What follows belongs to an exercise in optimizing a design on an open flow for small area, a short achievable clock period and few clock cycles; a production flow would make more cautious choices.
Only simulation tests tie the RTL to the original design; equivalence was not proved.
Power figures rest on the tool's default switching activity, not on a simulated workload.

**config.mk**
```make
export PLATFORM = sky130hd
export DESIGN_NAME = dcache_top
export DESIGN_NICKNAME = dcache_top
export VERILOG_FILES = /design/flow/design.v
export SDC_FILE = /design/flow/constraint.sdc
export NUM_CORES = 4
export LEC_CHECK = 0
export CAP_MARGIN = 20
export CORE_MARGIN = 2
export CORE_UTILIZATION = 40
export SETUP_SLACK_MARGIN = 5
export SLEW_MARGIN = 20
```
**constraint.sdc**
```tcl
create_clock -name core_clock -period 9.0 [get_ports {clk}]
set_input_delay 1.8000 -clock core_clock [delete_from_list [all_inputs] [get_ports {clk}]]
set_output_delay 1.8000 -clock core_clock [all_outputs]
set_load 0.01 [all_outputs]
```
**design.v**
```verilog
module dcache_top (
    input  logic                   clk,
    input  logic                   rst_n,
    input  logic                   cpu_req_valid_i,
    input  logic                   cpu_req_op_i,      
    input  logic [24-1:0]   cpu_req_tag_i,
    input  logic [4-1:0] cpu_req_index_i,
    input  logic [2-1:0]  cpu_req_wsel_i,
    input  logic [4-1:0]    cpu_req_be_i,
    input  logic [32-1:0]  cpu_req_wdata_i,
    output logic                   cpu_req_ready_o,
    output logic                   cpu_rsp_done_o,
    output logic [32-1:0]  cpu_rsp_rdata_o,
    output logic                   mem_wr_req_o,
    output logic [32-1:0]  mem_wr_addr_o,
    output logic [(4*32)-1:0]  mem_wr_line_o,
    input  logic                   mem_wr_rdy_i,
    output logic                   mem_rd_req_o,
    output logic [32-1:0]  mem_rd_addr_o,
    input  logic                   mem_rd_rdy_i,
    input  logic                   mem_rd_valid_i,
    input  logic [32-1:0]  mem_rd_data_i
);
    localparam int OFS_W  = 32 - 24 - 4;
    localparam int BYTE_W = 32 / 4;
    logic [24-1:0]  tag_mem   [2][16];
    logic [(4*32)-1:0] data_mem  [2][16];
    logic [16-1:0]   dirty_mem [2];
    logic [16-1:0]   valid_q   [2];
    logic [16-1:0]   lru_q;                
    logic [2:0]              state_q;
    logic [2:0]              state_d;
    logic                    req_op_q;
    logic [24-1:0]    req_tag_q;
    logic [4-1:0]  req_index_q;
    logic [2-1:0]   req_wsel_q;
    logic [4-1:0]     req_be_q;
    logic [32-1:0]   req_wdata_q;        
    logic [2-1:0]   cnt_q;              
    logic                    hit_q;
    logic                    hit_way_q;
    logic                    vway_q;             
    logic                    victim_q;           
    logic                    vdirty_q;           
    logic [24-1:0]    vtag_q;
    logic [(4*32)-1:0]   vline_q;
    logic [32-1:0]   word_q;
    logic s_idle, s_look, s_wb, s_rd, s_burst;
    assign s_idle  = (state_q == 3'd0);
    assign s_look  = (state_q == 3'd1);
    assign s_wb    = (state_q == 3'd2);
    assign s_rd    = (state_q == 3'd3);
    assign s_burst = (state_q == 3'd4);
    logic look_hit, look_miss, refill_wr, last_word, done, ready, accept;
    assign look_hit  = s_look && hit_q;
    assign look_miss = s_look && !hit_q;
    assign refill_wr = s_burst && mem_rd_valid_i;
    assign last_word = refill_wr && (cnt_q == 2'd3);
    assign done      = look_hit || last_word;
    assign ready     = s_idle || done;
    assign accept    = ready && cpu_req_valid_i;
    logic wr_req, rd_req, rd_hs;
    assign wr_req = s_wb || (look_miss && vdirty_q);
    assign rd_req = s_rd || (look_miss && !vdirty_q);
    assign rd_hs  = rd_req && mem_rd_rdy_i;
    always_comb begin
        state_d = state_q;
        case (state_q)
            3'd0:  if (cpu_req_valid_i) state_d = 3'd1;
            3'd1: begin
                if (hit_q)               state_d = cpu_req_valid_i ? 3'd1 : 3'd0;
                else if (vdirty_q)       state_d = mem_wr_rdy_i ? 3'd3 : 3'd2;
                else                     state_d = mem_rd_rdy_i ? 3'd4 : 3'd3;
            end
            3'd2:    if (mem_wr_rdy_i) state_d = 3'd3;
            3'd3:    if (mem_rd_rdy_i) state_d = 3'd4;
            3'd4: if (last_word)    state_d = cpu_req_valid_i ? 3'd1 : 3'd0;
            default:     state_d = 3'd0;
        endcase
    end
    always_ff @(posedge clk or negedge rst_n) begin
        if (!rst_n) begin
            state_q <= 3'd0;
        end else begin
            state_q <= state_d;
        end
    end
    always_ff @(posedge clk) begin
        if (accept) begin
            req_op_q    <= cpu_req_op_i;
            req_tag_q   <= cpu_req_tag_i;
            req_index_q <= cpu_req_index_i;
            req_wsel_q  <= cpu_req_wsel_i;
            req_be_q    <= cpu_req_be_i;
            req_wdata_q <= cpu_req_wdata_i;
        end else if (refill_wr && !req_op_q && cnt_q == req_wsel_q) begin
            req_wdata_q <= mem_rd_data_i;
        end
        if (s_look) begin
            victim_q <= vway_q;
        end
        if (rd_hs) begin
            cnt_q <= '0;
        end else if (refill_wr) begin
            cnt_q <= cnt_q + 2'd1;
        end
    end
    logic                  wr_data_en;
    logic                  wr_way;
    logic [2-1:0] wr_word;
    logic [4-1:0]   wr_be;
    logic [32-1:0] wr_data;
    logic                  used_way;
    logic                  cur_victim;
    assign wr_data_en = (look_hit && req_op_q) || refill_wr;
    assign used_way   = s_look ? hit_way_q : victim_q;
    assign wr_way     = used_way;
    assign cur_victim = s_look ? vway_q : victim_q;
    assign wr_word    = s_look ? req_wsel_q : cnt_q;
    always_comb begin
        for (int b = 0; b < 4; b++) begin
            wr_be[b] = s_burst || req_be_q[b];
            wr_data[b*BYTE_W +: BYTE_W] =
                (req_op_q && req_be_q[b] && wr_word == req_wsel_q) ?
                    req_wdata_q[b*BYTE_W +: BYTE_W] : mem_rd_data_i[b*BYTE_W +: BYTE_W];
        end
    end
    always_ff @(posedge clk) begin
        for (int w = 0; w < 2; w++) begin
            for (int b = 0; b < 4; b++) begin
                if (wr_data_en && wr_way == 1'(w) && wr_be[b]) begin
                    data_mem[w][req_index_q][wr_word*32 + b*BYTE_W +: BYTE_W] <=
                        wr_data[b*BYTE_W +: BYTE_W];
                end
            end
            if (rd_hs && cur_victim == 1'(w)) begin
                tag_mem[w][req_index_q]   <= req_tag_q;
                dirty_mem[w][req_index_q] <= req_op_q;
            end else if (look_hit && req_op_q && hit_way_q == 1'(w)) begin
                dirty_mem[w][req_index_q] <= 1'b1;
            end
        end
    end
    always_ff @(posedge clk or negedge rst_n) begin
        if (!rst_n) begin
            for (int w = 0; w < 2; w++) valid_q[w] <= '0;
            lru_q <= '0;
        end else begin
            for (int w = 0; w < 2; w++) begin
                if (rd_hs && cur_victim == 1'(w)) valid_q[w][req_index_q] <= 1'b1;
            end
            if (done) lru_q[req_index_q] <= ~used_way;    
        end
    end
    logic                   lk_new;
    logic [4-1:0] lk_index;
    logic [24-1:0]   lk_tag;
    logic [2-1:0]  lk_wsel;
    assign lk_new   = s_idle || s_burst || look_hit;
    assign lk_index = lk_new ? cpu_req_index_i : req_index_q;
    assign lk_tag   = lk_new ? cpu_req_tag_i   : req_tag_q;
    assign lk_wsel  = lk_new ? cpu_req_wsel_i  : req_wsel_q;
    logic [2-1:0]   rd_valid;
    logic [2-1:0]   rd_dirty;
    logic [2-1:0]   rd_hit;
    logic [24-1:0]  rd_tag  [2];
    logic [(4*32)-1:0] rd_line [2];
    logic [32-1:0] rd_word [2];
    always_comb begin
        for (int w = 0; w < 2; w++) begin
            rd_valid[w] = valid_q[w][lk_index];
            rd_dirty[w] = dirty_mem[w][lk_index];
            rd_tag[w]   = tag_mem[w][lk_index];
            rd_line[w]  = data_mem[w][lk_index];
            rd_word[w]  = rd_line[w][lk_wsel*32 +: 32];
            rd_hit[w]   = rd_valid[w] && (rd_tag[w] == lk_tag);
        end
    end
    logic rd_lru, victim_new;
    assign rd_lru     = (done && cpu_req_index_i == req_index_q) ? ~used_way : lru_q[lk_index];
    assign victim_new = !rd_valid[0] ? 1'b0 : !rd_valid[1] ? 1'b1 : rd_lru;
    logic                  fwd;
    logic [32-1:0] hit_word;
    assign fwd = wr_data_en && lk_new &&
                 (cpu_req_index_i == req_index_q) && (cpu_req_tag_i == req_tag_q) &&
                 (cpu_req_wsel_i == wr_word);
    always_comb begin
        hit_word = rd_hit[1] ? rd_word[1] : rd_word[0];
        for (int b = 0; b < 4; b++) begin
            if (fwd && wr_be[b]) hit_word[b*BYTE_W +: BYTE_W] = wr_data[b*BYTE_W +: BYTE_W];
        end
    end
    always_ff @(posedge clk) begin
        hit_q     <= rd_hit[0] || rd_hit[1];
        hit_way_q <= rd_hit[1];                      
        vdirty_q  <= victim_new ? (rd_valid[1] && rd_dirty[1]) : (rd_valid[0] && rd_dirty[0]);
        vtag_q    <= rd_tag[victim_new];
        vline_q   <= rd_line[victim_new];
        word_q    <= hit_word;
        vway_q    <= victim_new;
    end
    assign cpu_req_ready_o = ready;
    assign cpu_rsp_done_o  = done;
    assign cpu_rsp_rdata_o = !s_burst ? word_q :
                             (req_wsel_q == 2'd3) ? mem_rd_data_i : req_wdata_q;
    assign mem_wr_req_o  = wr_req;
    assign mem_wr_addr_o = {vtag_q, req_index_q, {OFS_W{1'b0}}};
    assign mem_wr_line_o = vline_q;
    assign mem_rd_req_o  = rd_req;
    assign mem_rd_addr_o = {req_tag_q, req_index_q, {OFS_W{1'b0}}};
endmodule
```
**run.sh**
```bash
#!/bin/bash
# synth_recipe.tcl (not shown) runs the flow's synth.tcl, then flattens the netlist and writes it again
# the make line also repeats each setting of config.mk as NAME=value (left out here)
make -C /OpenROAD-flow-scripts/flow DESIGN_CONFIG=/design/flow/config.mk WORK_HOME=/design/flow/orfs CLKGATE_MAP_FILE= SYNTH_SCRIPT=/design/flow/synth_recipe.tcl finish
```
==> run notes <==
## final timing paths
path                                from             endpoint  depth (start not counted)
setup / recovery              state_q[1]  cpu_rsp_rdata_o[28]                          7
hold / removal             valid_q[1][2]        valid_q[1][2]                          1
setup reg to reg              state_q[1]           word_q[12]                         24
hold reg to reg            valid_q[1][2]        valid_q[1][2]                          1
max in group asynchronous          rst_n           state_q[0]                          2
min in group asynchronous          rst_n           state_q[1]                          2
## cells in the mapped netlist, drive strengths merged (10+ instances only)
library cell  number  area, um2
xnor2             60        526
nor2b             10       62.6
a21oi            183        920
nand3           1533       7670
nand4             16        100
edfxtp          4963     149000
dfxtp            191       3820
a22o              17        149
mux2              50        563
o21ai            109        564
nand2           4601      17300
o21a              15        113
and3             620       3880
dfrtp             51       1280
mux2i            370       3720
a2111oi           39        385
nor3              42        215
a31o             126       1100
a31oi            223       1400
clkbuf           792       2970
nor2             861       3240
a211oi           259       1960
a32oi             18        165
o21bai            31        233
buf              468       2340
a311oi           707       6200
a211o             20        175
xor2              19        166
a21o             160       1200
## cell type report
class,count,area share (%)
sequential,5205,59.6
antenna,36,0.0348
timing repair buffer,1363,6.94
inverter,8,0.0126
clock buffer,744,5.82
tap,6994,3.38
clock inverter,275,1.03
multi-input combinational,10300,23.1
## per-layer routing
layer  track usage [%]  share of wire, %  vias up
met5                 0              0.11        -
met4              14.5               6.4       32
met2              39.8                43     9308
met3              8.02                13     1799
met1              36.1                38    75100
li1                  -                 -    63300
## state kept, by name, summed over array words and instances (netlist names)
name,count
req_index_q,4
hit_q,1
victim_q,1
word_q,32
state_q,3
req_wdata_q,32
data_mem,4096
tag_mem,768
req_wsel_q,2
cnt_q,2
dirty_mem,32
req_tag_q,24
valid_q,32
vtag_q,24
hit_way_q,1
vway_q,1
vline_q,128
req_op_q,1
req_be_q,4
vdirty_q,1
lru_q,16
## power groups by stage
stage               registers [mW]  clock network [mW]  logic [mW]
CTS                           28.8                22.6        41.9
floorplan                     28.9                   0        19.8
finish                        28.8                22.6        45.8
detailed placement            29.3                   0        33.4
global route                  28.8                23.6        46.9
global placement              29.3                   0        33.1
## cell usage in the layout, fill, tap and decap left out, types with 92 or more instances in the layout
master	count
buf_12	182
buf_16	99
a21o_1	157
nor2_1	239
clkdlybuf4s50_1	231
and3_1	615
clkbuf_16	585
a311oi_1	680
buf_4	546
dfxtp_1	135
a31o_2	125
mux2i_1	254
nor2_2	417
nand3_1	1497
a211oi_1	242
a31oi_1	211
nor2_4	211
clkinv_1	92
edfxtp_1	4963
clkbuf_1	152
nand2_1	4557
a21oi_1	128
## logic make-up (layout without fill, tap and decap cells)
family,count (synthesis),after routing
compound gates,1974,1974
buf+inv,1268,2390
flops,5205,5205
other cells,1,44
simple gates,7741,7771
xor+xnor,79,79
mux,420,423
fa+ha+maj,7,7
## metrics by stage
stage / cells / util (%) / hold slack, ns / cell area [um2]
final: 24900 / 48.9 / 0.465 / 259000
after global routing: 24900 / 48.9 / 0.487 / 259000
after floorplan: 16700 / - / 0.434 / 214000
after CTS: 24700 / 48.1 / 0.467 / 255000
after global placement: 23200 / 42.5 / 0.450 / 225000
after detailed placement: 23200 / 42.6 / 0.455 / 225000
## timing repair
action	CTS	global route
gates resized for setup	1269	487
pin swaps	102	99
endpoints found under the setup margin	8687	3462
cloned	141	28
setup buffers	344	126
==> results.ini <==
[floorplanning]
dieHeight_um = 733
die-area_mm2 = 0.537
die-width_um = 733
initial_core_util_pct = 40.2
rows = 267
io_pins = 333
core-area_mm2 = 0.529

[drt]
vias = 149000
dr.pass1.iters = 14
routedWlPerCell_um = 30.8
drcViolationCount = 0
wl_mm = 765
ant_nets = 0
viasPerCell = 6.01
drt-initial-drc-count = 20700

[setup_path]
end_kind = output pin
cp_data_required_time_ns = 7.20
cpMaxStageDelayCell = dfrtp_4
rrSetupSlack_ns = 4.20
cp_slowest_stage_delay_ns = 0.54
crit_family = buffers and inverters
critPathKind = register to output pin
critPathArrivalTime_ns = 3.02
worstPathCellList = nor3b_4, buf_12, buf_16, buf_8, nor2_4, a21oi_4, buf_6
critPathBufInv = 4
cp-start-kind = register
cp_max_fo = 9

[sta]
fin_crit_sh_pct = 53.6
skew_ns = 0.0725
max_freq_ghz = 0.207
relSlewSlack_pct = 21.6
fin_ws_ns = 4.18
finalCriticalPeriod_ns = 4.82
hold_viol_final = 0
finalSetupTns_ns = 0
worst_slew_pin_slew_ns = 1.14
setup_viol = 0
rsz0062_at_grt = true
slew_viol_final = 0

[power]
p_sw_share_pct = 41.6
vdd_ir_drop_max_uv = 305
internal_power_mw = 56.7
clock_power_share_pct = 23.2
p_seq_share_pct = 29.7
p_per_area_mw_per_mm2 = 376
leakage_nw = 91.2
pwr-share-comb_pct = 47.1
p_total_mw = 97.2
p_switching_mw = 40.5

[synth]
synth-seq-cells = 5205
synthXorXnorAreaFrac_pct = 0.325
synthArstFlopShare_pct = 0.980
synth_cells = 16700
synth.avg_cell_area_um2 = 12.7
synth_area_mm2 = 0.213
ys.warnings.count = 6
ys_seq_area_share_pct = 72.5
yosys.area_share.simple_pct = 15.5
synth_top_family_by_area = simple AND/OR/NAND/NOR gates
synthMuxAreaShare_pct = 2.01
synth-compound-area-share_pct = 7.13
synth_edf_count = 4963
synth_ff_type = edfxtp_1
synth_cell_types = 94
synth_adder_area_share_pct = 0.0412

[worst_hold_path]
holdCritPathClass = register to register

[grt]
track_usage_pct = 27.0
grt_pass1_wl_mm = 1050
grt_antenna_before_repair = 55
grt_pass1_vias = 138000
overflow = 0
grt_max_degree = 148

[layout]
drive_above_1_share_pct = 18.0
syn2layout_area_growth_pct = 21.6
n_fill_cell = 44800
nets = 17500
final-seq-area_mm2 = 0.154
multi_input_area_mm2 = 0.0598

[clock_tree]
cts_buffers = 555
cts_root_buf = clkbuf_16
clk_latency_ns = 1.10
cts_hold_buf = 0
clk_pin_slew_ns = 0.06
clock-sinks = 5205
h-tree-depth = 6
cts_tree = yes
clock_path_buffers = 4

[outcome]
outcome = no timing/DRC/antenna violations

[placed_design]
io_buffers = 324
dp_slack_ns = 1.38
dp_hpwl_mm = 409
routabilityCongestion = 0.893

[flow_run]
cap_violations = 0

## afterwards: timing with drivers on the ports
The flow's constraints put no driver on any port. The routed layout listed below was extracted and timed again, unchanged, in two steps.
Step 1: set_driving_cell puts a clkbuf_16 on clk and a buf_2 on each other input, an assumption about the parent block.
Step 2 times the ports against the registers' clock, not the clock port: input delays grow and output delays shrink by t, the midpoint of the rising clock arrivals with the driver on.
Three values: ideal, step 1, step 2; two values: the first two.
shift t [ns]: 1.197
setup WS [ns]: 4.175 / 4.048 / 3.139
latest minus earliest clock arrival (ns): 0.080 / 0.080
After both steps this run still meets setup and hold. For this run, drivers alone change the setup slack by -0.127 ns; drivers and shift together by -1.036 ns.
